This design comes from an exercise in tuning for small area, a short achievable clock period and few clock cycles on the open sky130 flow, not from production work.
Function was checked by simulation only, so behaviour that the tests miss may differ from the original.
Power and IR drop assume default switching activity.

==> flow/design.v, too long to show whole: its modules and the start of the top module <==
// module mac_fa: 4 lines
// module mac_ha: 4 lines
// module approx_mac_top: 1767 lines
module approx_mac_top (
    input  wire                         clk,
    input  wire                         arst_n,
    input  wire [33:0]                  cmd,     
    input  wire                         cmd_valid,
    output logic                        cmd_ready,
    output logic [151:0]                result,  
    output logic                        result_valid,
    input  wire                         result_ready
);
  // ...
==> flow/run.sh <==
#!/bin/bash
# synth_recipe.tcl (not shown) runs the flow's synth.tcl, then flattens the netlist and writes it again
# the make line also repeats each setting of config.mk as NAME=value (left out here)
make -C /OpenROAD-flow-scripts/flow DESIGN_CONFIG=/design/flow/config.mk WORK_HOME=/design/flow/orfs CLKGATE_MAP_FILE= SYNTH_SCRIPT=/design/flow/synth_recipe.tcl finish
==> flow/config.mk <==
export PLATFORM = sky130hd
export DESIGN_NAME = approx_mac_top
export DESIGN_NICKNAME = approx_mac_top
export VERILOG_FILES = /design/flow/design.v
export SDC_FILE = /design/flow/constraint.sdc
export NUM_CORES = 4
export LEC_CHECK = 0
export CAP_MARGIN = 20
export CORE_MARGIN = 2
export CORE_UTILIZATION = 40
export CTS_BUF_LIST = sky130_fd_sc_hd__clkbuf_8
export CTS_CLUSTER_DIAMETER = 60
export CTS_CLUSTER_SIZE = 20
export SETUP_SLACK_MARGIN = 5
export SLEW_MARGIN = 20
export SYNTH_HIERARCHICAL = 1
==> flow/constraint.sdc <==
create_clock -name core_clock -period 9.0 [get_ports {clk}]
set_input_delay 1.8000 -clock core_clock [delete_from_list [all_inputs] [get_ports {clk}]]
set_output_delay 1.8000 -clock core_clock [all_outputs]
set_load 0.01 [all_outputs]
==> impl_metrics.yaml, run 1 <==
pwr:
  internal_power_mw: 5.44
  power_frac_seq_pct: 19.5
  power_sequential_mw: 2.06
  power.density_nw_per_um2: 395
  pg_comb_mw: 7.45
  pg_clk_mw: 1.04
  p_leak_nw: 11.9
synth:
  synth_area_leaders: "fa_1 (24%), dfrtp_1 (16%), ha_1 (8.6%), dfxtp_1 (8.0%), and2_1 (4.9%)"
  synth_compound_area_share_pct: 9.94
  synth_top_cell_area_share_pct: 24.2
place:
  dpl-instance-area_um2: 24400
  dp_hpwl_um: 44400
  placedCellCount: 2970
timing:
  worstMarginPinSlew_ns: 1.06
  rsz0062_at_grt: "yes"
  finalWorstSetupSlack_ns: 5.04
  hold_viol_final: 0
  hold_slack_ns: 0.518
clocking:
  htree_num_levels: 1
  post_cts_resized: 35
  clock-sinks: 268
setup_path:
  crit_end: "err_sum[38]"
  cpMostUsedCell: "buf_4"
  crit_start: "er_q[0]"
  required_ns: 9.55
  cp.depth: 19
  crit_arrival_ns: 4.51
layout:
  buf_share_pct: 10.2
  final-clk-cell-share_pct: 2.96
  nFlopsAndLatches: 268
floorplan:
  core-area_um2: 54900
status:
  status: "finished clean"
worst_hold_path:
  hold_class: "flip-flop to flip-flop"
route:
  ant_nets: 0
  dr.pass1.iters: 5
Testbench counts, summed over its fixed seeds: cycles 8,399.
==> run 2, diff against run 1 <==
==> flow/flow/run.sh (new file) <==
#!/bin/bash
# The standard layout (the standard.sh, all ORFS steps unchanged), except that:
# - the port buffers buffer_ports inserts are sky130_fd_sc_hd__buf_1 cells instead of the
#   delay buffers it picks by default (every input and output port still gets a buffer);
set -euo pipefail
export BUFFER_PORTS_ARGS="-buffer_cell sky130_fd_sc_hd__buf_1"
bash standard.sh SETUP_SLACK_MARGIN=5.5 finish > standard_flow.log 2>&1
==> flow/standard.sh (new file) <==
#!/bin/bash
# synth_recipe.tcl (not shown) runs the flow's synth.tcl, then flattens the netlist and writes it again
# the make line also repeats each setting of config.mk as NAME=value (left out here)
make -C /OpenROAD-flow-scripts/flow DESIGN_CONFIG=/design/flow/config.mk WORK_HOME=/design/flow/orfs CLKGATE_MAP_FILE= SYNTH_SCRIPT=/design/flow/synth_recipe.tcl "${@:-finish}"
--- a/flow/config.mk
+++ b/flow/config.mk
@@ -7,10 +7,10 @@
 export LEC_CHECK = 0
 export CAP_MARGIN = 20
 export CORE_MARGIN = 2
-export CORE_UTILIZATION = 40
+export CORE_UTILIZATION = 60
 export CTS_BUF_LIST = sky130_fd_sc_hd__clkbuf_8
 export CTS_CLUSTER_DIAMETER = 60
-export CTS_CLUSTER_SIZE = 20
+export CTS_CLUSTER_SIZE = 16
 export SETUP_SLACK_MARGIN = 5
 export SLEW_MARGIN = 20
 export SYNTH_HIERARCHICAL = 1
removed: flow/run.sh
==> impl_metrics.yaml, run 2 <==
status:
  status: "finished clean"
clocking:
  clk_latency_ns: 0.65
  htree_num_levels: 1
  cts_buffer_depth: 3
  cts.clk_slew.worst_paths_ns: 0.09
  cts_hold_buffers: 0
  clock-sinks: 268
  cts_tree: "done"
  root_buffer: "clkbuf_8"
  cts_made_buffers: 29
synth:
  async_flop_share_pct: 54.5
  synth_cells: 2178
  yosysUniqueCellTypes: 71
  yosysWarnings: 7
  ys.flop_type: "dfrtp_1"
  ys_ff_latch: 268
  synth_common_cells: "fa_1 (267), nand2_1 (225), and2_1 (173), ha_1 (152), nor2_1 (150)"
  avgSynthCellArea_um2: 10.2
  synth_top_cell_area_share_pct: 24.2
  synth-edff-count: 34
  seq_area_frac_synth_pct: 29.1
  synth_most_common_cell: "fa_1"
  synth_largest_area_cell: "fa_1"
  synth_area_leaders: "fa_1 (24%), dfrtp_1 (16%), ha_1 (8.6%), dfxtp_1 (8.0%), and2_1 (4.9%)"
  syn-cell-area_um2: 22100
floorplan:
  die_h_um: 196
  initial_core_util_pct: 60.7
  core-area_um2: 36400
  die-area_um2: 38400
  io_pins: 192
  num_rows: 70
  die_width_um: 196
timing:
  setup_tns_ns: 0
  rsz0062_at_grt: "yes"
  slew_headroom_pct: 44.2
  finClkSkew_ns: 0.0270
  post-route-min-period_ns: 3.81
  hold_viol_final: 0
  worstMarginPinSlew_ns: 0.837
  finalSetupViolCount: 0
  drv_slew: 0
  clock.fmax_mhz: 262
  post-route-period-util_pct: 42.4
setup_path:
  path_max_fanout: 8
  crit_path_end_kind: "flip-flop"
  rr_startpoint: "er_q[6]"
  crit_arrival_ns: 4.32
  cp-start-kind: "flip-flop"
  crit_start: "er_q[6]"
  critical_path_class: "flip-flop to flip-flop"
  required_ns: 9.51
pwr:
  ir_drop_uv: 220
  totalPowerFinal_mw: 11.0
  p_leak_nw: 11.9
  power.density_nw_per_um2: 407
global_routing:
  grt_pass1_vias: 17830
  grt_pass1_wl_um: 98400
  grt_overflow: 0
  grt_antenna_before_repair: 0
  grt_max_degree: 80
  grt_usage_pct: 32.8
layout:
  synthToLayoutAreaGrowth_pct: 21.7
  mostFrequentLayoutCell: "nand2_1"
  multiInputGateArea_um2: 16300
  n_fill_cell: 2567
  largestRegisters: "pr_q x62, err_sum x48, acc x40"
  diodes: 0
  drive_gt1_share_pct: 20.5
  largest_register_ffs: 62
  registers.top_by_ff_count: "pr_q"
  seq_area_um2: 6440
  layout_common_cells: "nand2_1 (216), buf_1 (178), fa_1 (170)"
  nets: 2923
route:
  wire_per_inst_um: 21.6
  drc: 0
  routed_wl_um: 64000
  drt_first_iter_violations: 1188
  dr.pass1.iters: 7
  viasPerCell: 5.95
  ant_nets: 0
  dr_total_vias: 17588
worst_hold_path:
  worstHoldStart: "acc[31]"
  hold_class: "flip-flop to flip-flop"
place:
  io_buffers: 179
  place_congestion: 0.909
  dp_hpwl_um: 42200
job:
  drv_cap: 0
run 2: worst paths after layout:
check | to | slack, ns | cells after the start
worst max-delay path | err_sum[36] | 5.19 | 17
worst min-delay path | acc[31] | 0.53 | 2
max in group asynchronous | b_clr | 5.92 | 3
min in group asynchronous | approx_cnt[31] | 1.18 | 1
worst max register to register | err_sum[36] | 5.19 | 17
worst min register to register | acc[31] | 0.53 | 2
run 2: critical path, cell delays in order, from the launching register on:
cell and delay, ns:
dfxtp_2 0.34, ha_4 0.25, a21o_1 0.19, a21oi_4 0.19
o32ai_4 0.13, buf_6 0.14, buf_12 0.14, xnor2_4 0.24
ha_4 0.24, a21o_1 0.19, a21o_1 0.16, a21o_1 0.19
a221oi_2 0.28, a311o_1 0.35, a31o_4 0.33, nor4_2 0.07
xnor2_1 0.18, nor2_1 0.05
run 2: layout make-up:
| class | instances | share of cell area (%) |
|---|---|---|
| clock inverter | 22 | 1.09 |
| sequential | 268 | 23.9 |
| inverter | 85 | 1.19 |
| clock buffer | 32 | 1.64 |
| timing repair buffer | 361 | 9.24 |
| tap | 468 | 2.18 |
| multi-input combinational | 1721 | 60.7 |
run 2: where the power goes:
| group | internal [mW] | switching [mW] | total, mW |
|---|---|---|---|
| registers | 1.62 | 0.405 | 2.03 |
| clock network | 0.474 | 0.518 | 0.992 |
| logic | 3.57 | 4.36 | 7.94 |
| total | 5.67 | 5.29 | 11.0 |
run 2: metrics by stage:
stage | cell area, um^2 | hold WS, ns | cells | setup slack, ns | util, %
6_report | 26900 | 0.528 | 2957 | 5.19 | 73.9
5_1_grt | 26900 | 0.554 | 2957 | 5.04 | 73.9
4_1_cts | 26100 | 0.530 | 2927 | 5.22 | 71.7
3_5_place_dp | 23500 | 0.507 | 2736 | 4.79 | 64.4
3_3_place_gp | 23500 | 0.490 | 2736 | 4.90 | 64.4
2_1_floorplan | 22700 | 0.462 | 2189 | 5.40 | -
run 2: metal layers:
metal / vias to the layer above / global-route usage (%) / wire (um)
met5: - / 0 / 0
met4: 0 / 12.9 / 3010
met3: 208 / 5.12 / 4780
met2: 780 / 54.1 / 30300
met1: 8683 / 44.1 / 25900
li1: 7917 / - / -
run 2: cells by family (layout without fill, tap and decap cells):
| logic type | count (synthesis) | in the layout | share of synthesized area (%) |
|---|---|---|---|
| and+or+nand+nor | 783 | 784 | 17.9 |
| other | 1 | 12 | 0.0170 |
| AOI/OAI and AO/OA | 345 | 347 | 9.94 |
| DFF | 268 | 268 | 29.1 |
| muxes | 14 | 14 | 0.639 |
| adders and majority gates | 419 | 419 | 32.8 |
| xor gates and xnor gates | 145 | 145 | 5.74 |
| buffers and inverters | 203 | 500 | 3.88 |
run 2: what timing repair did:
action | 4_1_cts | 5_1_grt
resized for setup | 155 | 118
pin swaps | 88 | 89
setup buffers | 127 | 28
endpoints found under the setup margin | 107 | 109
cloned | 10 | 2
run 2: Yosys stat by module (local to each module, per instance):
module          area (um^2)  times used  flip-flops and latches
approx_mac_top        16400           1                     268
mac_fa                 20.0         264                       0
mac_ha                 12.5          32                       0
==> run 3, diff against run 2 <==
--- a/flow/flow/run.sh
+++ b/flow/flow/run.sh
@@ -4,4 +4,4 @@
 #   delay buffers it picks by default (every input and output port still gets a buffer);
 set -euo pipefail
 export BUFFER_PORTS_ARGS="-buffer_cell sky130_fd_sc_hd__buf_1"
-bash standard.sh SETUP_SLACK_MARGIN=5.5 finish > standard_flow.log 2>&1
+bash standard.sh SETUP_SLACK_MARGIN=6.5 finish > standard_flow.log 2>&1
==> impl_metrics.yaml, run 3 <==
status:
  status: "finished clean"
clocking:
  clk_latency_ns: 0.66
  htree_num_levels: 1
  cts_hold_buffers: 0
  cts_tree: "done"
  cts_made_buffers: 29
  cts_buffer_depth: 3
  cts.clk_slew.worst_paths_ns: 0.10
  root_buffer: "clkbuf_8"
  clock-sinks: 268
global_routing:
  gr-usage-met2_pct: 60.1
  gr-usage-met1_pct: 47.8
  grtUsageMet3_pct: 6.15
  grt_max_degree: 78
  grt_pass1_vias: 19664
  grt_usage_pct: 36.8
  grt_overflow: 0
  busiest_layer: "met2"
  grt_pass1_wl_um: 109000
  grt_antenna_before_repair: 3
pwr:
  p_leak_nw: 14.2
  ir_drop_uv: 518
  power.density_nw_per_um2: 464
place:
  place_congestion: 0.941
  placedCellCount: 2732
  io_buffers: 179
  dp_hpwl_um: 43400
route:
  viasPerCell: 6.18
  drt_first_iter_violations: 1592
  routed_wl_um: 77500
  wire_per_inst_um: 24.1
  drc: 0
  dr.pass1.iters: 5
  dr_total_vias: 19894
  ant_nets: 0
floorplan:
  num_rows: 70
  io_pins: 192
  die_width_um: 196
  die-area_um2: 38400
  initial_core_util_pct: 60.7
  core-area_um2: 36400
  die_h_um: 196
synth:
  yosysUniqueCellTypes: 71
  synth_top_cell_area_share_pct: 24.2
  ys_ff_latch: 268
  async_flop_share_pct: 54.5
  synth_cells: 2178
  seq_area_frac_synth_pct: 29.1
  synth_most_common_cell: "fa_1"
  synth_largest_area_cell: "fa_1"
  synth-edff-count: 34
  avgSynthCellArea_um2: 10.2
  synth_common_cells: "fa_1 (267), nand2_1 (225), and2_1 (173), ha_1 (152), nor2_1 (150)"
  syn-cell-area_um2: 22100
  ys.flop_type: "dfrtp_1"
  yosysWarnings: 7
  synth_area_leaders: "fa_1 (24%), dfrtp_1 (16%), ha_1 (8.6%), dfxtp_1 (8.0%), and2_1 (4.9%)"
layout:
  drive_gt1_share_pct: 42.1
  nets: 3182
  synthToLayoutAreaGrowth_pct: 40.9
  fin_cells: 3219
  registers.top_by_ff_count: "pr_q"
  largestRegisters: "pr_q x62, err_sum x48, acc x40"
  layout_common_cells: "buf_4 (314), nand2_1 (197), fa_2 (149)"
  largest_register_ffs: 62
  mostFrequentLayoutCell: "buf_4"
worst_hold_path:
  hold_class: "flip-flop to flip-flop"
timing:
  drv_slew: 0
  hold_viol_final: 0
  post-route-period-util_pct: 44.3
  worstMarginPinSlew_ns: 0.923
  slew_headroom_pct: 38.3
  finClkSkew_ns: 0.0278
  clock.fmax_mhz: 251
  rsz0062_at_grt: "yes"
  finalSetupViolCount: 0
  post-route-min-period_ns: 3.99
  setup_tns_ns: 0
setup_path:
  crit_path_top_delay_cell: "a311o_1"
  cp-start-kind: "flip-flop"
  crit_buf_inv: 4
  cpMostUsedCell: "a21o_1"
  path_cells: "ha_4, a21o_1, a21oi_4, o32ai_4, buf_12, buf_6, buf_6, xnor2_4, ha_4, a21o_1, a21o_1, a21o_1, o21ai_1, a311o_1, a31o_4, buf_12, nor4_4, nor3b_1, a21o_1"
  max_stage_delay_ns: 0.38
  critical_path.top_delay_family: "compound AO/OA/AOI/OAI gates"
  path_max_fanout: 6
  critical_path_class: "flip-flop to flip-flop"
  crit_path_end_kind: "flip-flop"
  required_ns: 9.54
  crit_arrival_ns: 4.53
job:
  drv_cap: 0
-- run 3: modules after synthesis, one instance, submodules excluded --
| module | area (um^2) | times used |
|---|---|---|
| approx_mac_top | 16400 | 1 |
| mac_ha | 12.5 | 32 |
| mac_fa | 20.0 | 264 |
-- run 3: where the power goes --
part           switching [mW]  internal (mW)  total [mW]
Combinational            5.97           5.51        11.5
Sequential              0.358           1.63        1.98
Clock                   0.537          0.451       0.988
Total                    6.86           7.58        14.4
-- run 3: worst min-delay path, cell delays in order, from the launching register on --
cell and delay, ns:
dfrtp_1 0.40, nand2_1 0.06, o21ai_0 0.06
-- run 3: worst paths after layout --
| kind | end | cells past startpoint | start | slack (ns) |
|---|---|---|---|---|
| max | err_sum[42] | 19 | er_q[6] | 5.01 |
| min | acc[1] | 2 | acc[1] | 0.55 |
| max reg2reg | err_sum[42] | 19 | er_q[6] | 5.01 |
| min reg2reg | acc[1] | 2 | acc[1] | 0.55 |
| max in group asynchronous | err_sum[3] | 2 | arst_n | 6.79 |
| min in group asynchronous | approx_cnt[10] | 1 | arst_n | 1.16 |
-- run 3: metrics by stage --
stage               utilization [%]  instance area, um^2  power, mW  hold slack (ns)  worst slack, ns
detailed placement             66.9                24400       9.59            0.500             4.29
CTS                            80.4                29300       12.4            0.552             5.19
floorplan                         -                23900       7.74            0.500             5.40
global route                   85.5                31200       15.2            0.577             4.92
global placement               66.9                24400       9.43            0.488             4.43
finish                         85.5                31200       14.4            0.553             5.01
-- run 3: area by class of cell --
type	count	area, um^2
Inverter	85	319
Sequential cell	268	6470
Antenna cell	3	7.51
Clock buffer	29	399
Clock inverter	25	305
Tap cell	468	586
Timing Repair Buffer	619	5200
Multi-Input combinational cell	1722	17900
Fill cell	1841	5280
-- run 3: repair_timing --
action,CTS,global route
cloned,11,2
pin swaps,186,168
gates resized for setup,392,279
endpoints found under the setup margin,426,338
buffers inserted,315,102
-- run 3: cells by family (layout without fill, tap and decap cells) --
group / Yosys count / after routing / share of synthesized area (%)
buffers and inverters: 203 / 758 / 3.88
adder cells (fa/ha/maj): 419 / 419 / 32.8
XOR/XNOR: 145 / 145 / 5.74
other: 1 / 15 / 0.0170
AND/OR/NAND/NOR: 783 / 787 / 17.9
AO/OA/AOI/OAI: 345 / 345 / 9.94
flip-flops: 268 / 268 / 29.1
multiplexers: 14 / 14 / 0.639
-- run 3: routing by layer --
metal / wire length [um] / share of wire [%]
met1: 29100 / 38
met2: 36900 / 48
met5: 18 / 0.023
met3: 6160 / 8.0
met4: 5270 / 6.8

## static timing again, ports no longer ideal
The results above use ideal ports. As a check the final layouts listed here were re-extracted and re-timed, cells and wires unchanged. Step 1, drivers: a clkbuf_16 drives clk and a buf_2 each remaining input, both assumed. Step 2 also shifts input and output timing later by t, the mid clock arrival at the registers, as if the neighbouring blocks saw the same clock. a / b / c = ideal / step 1 / step 2; a / b = the first two.
run	shift t [ns]	slack for setup (ns)	latest minus earliest clock arrival (ns)	slew at the worst register clock pin (ns)	pins driven straight from the clock port
run 1	0.736	5.040 / 5.040 / 5.040	0.045 / 0.045	0.12 / 0.12	1
run 2	0.692	5.188 / 5.188 / 5.188	0.027 / 0.027	0.10 / 0.10	1
run 3	0.698	5.009 / 5.009 / 5.009	0.028 / 0.028	0.10 / 0.10	1
After both steps every run listed still meets setup and hold.
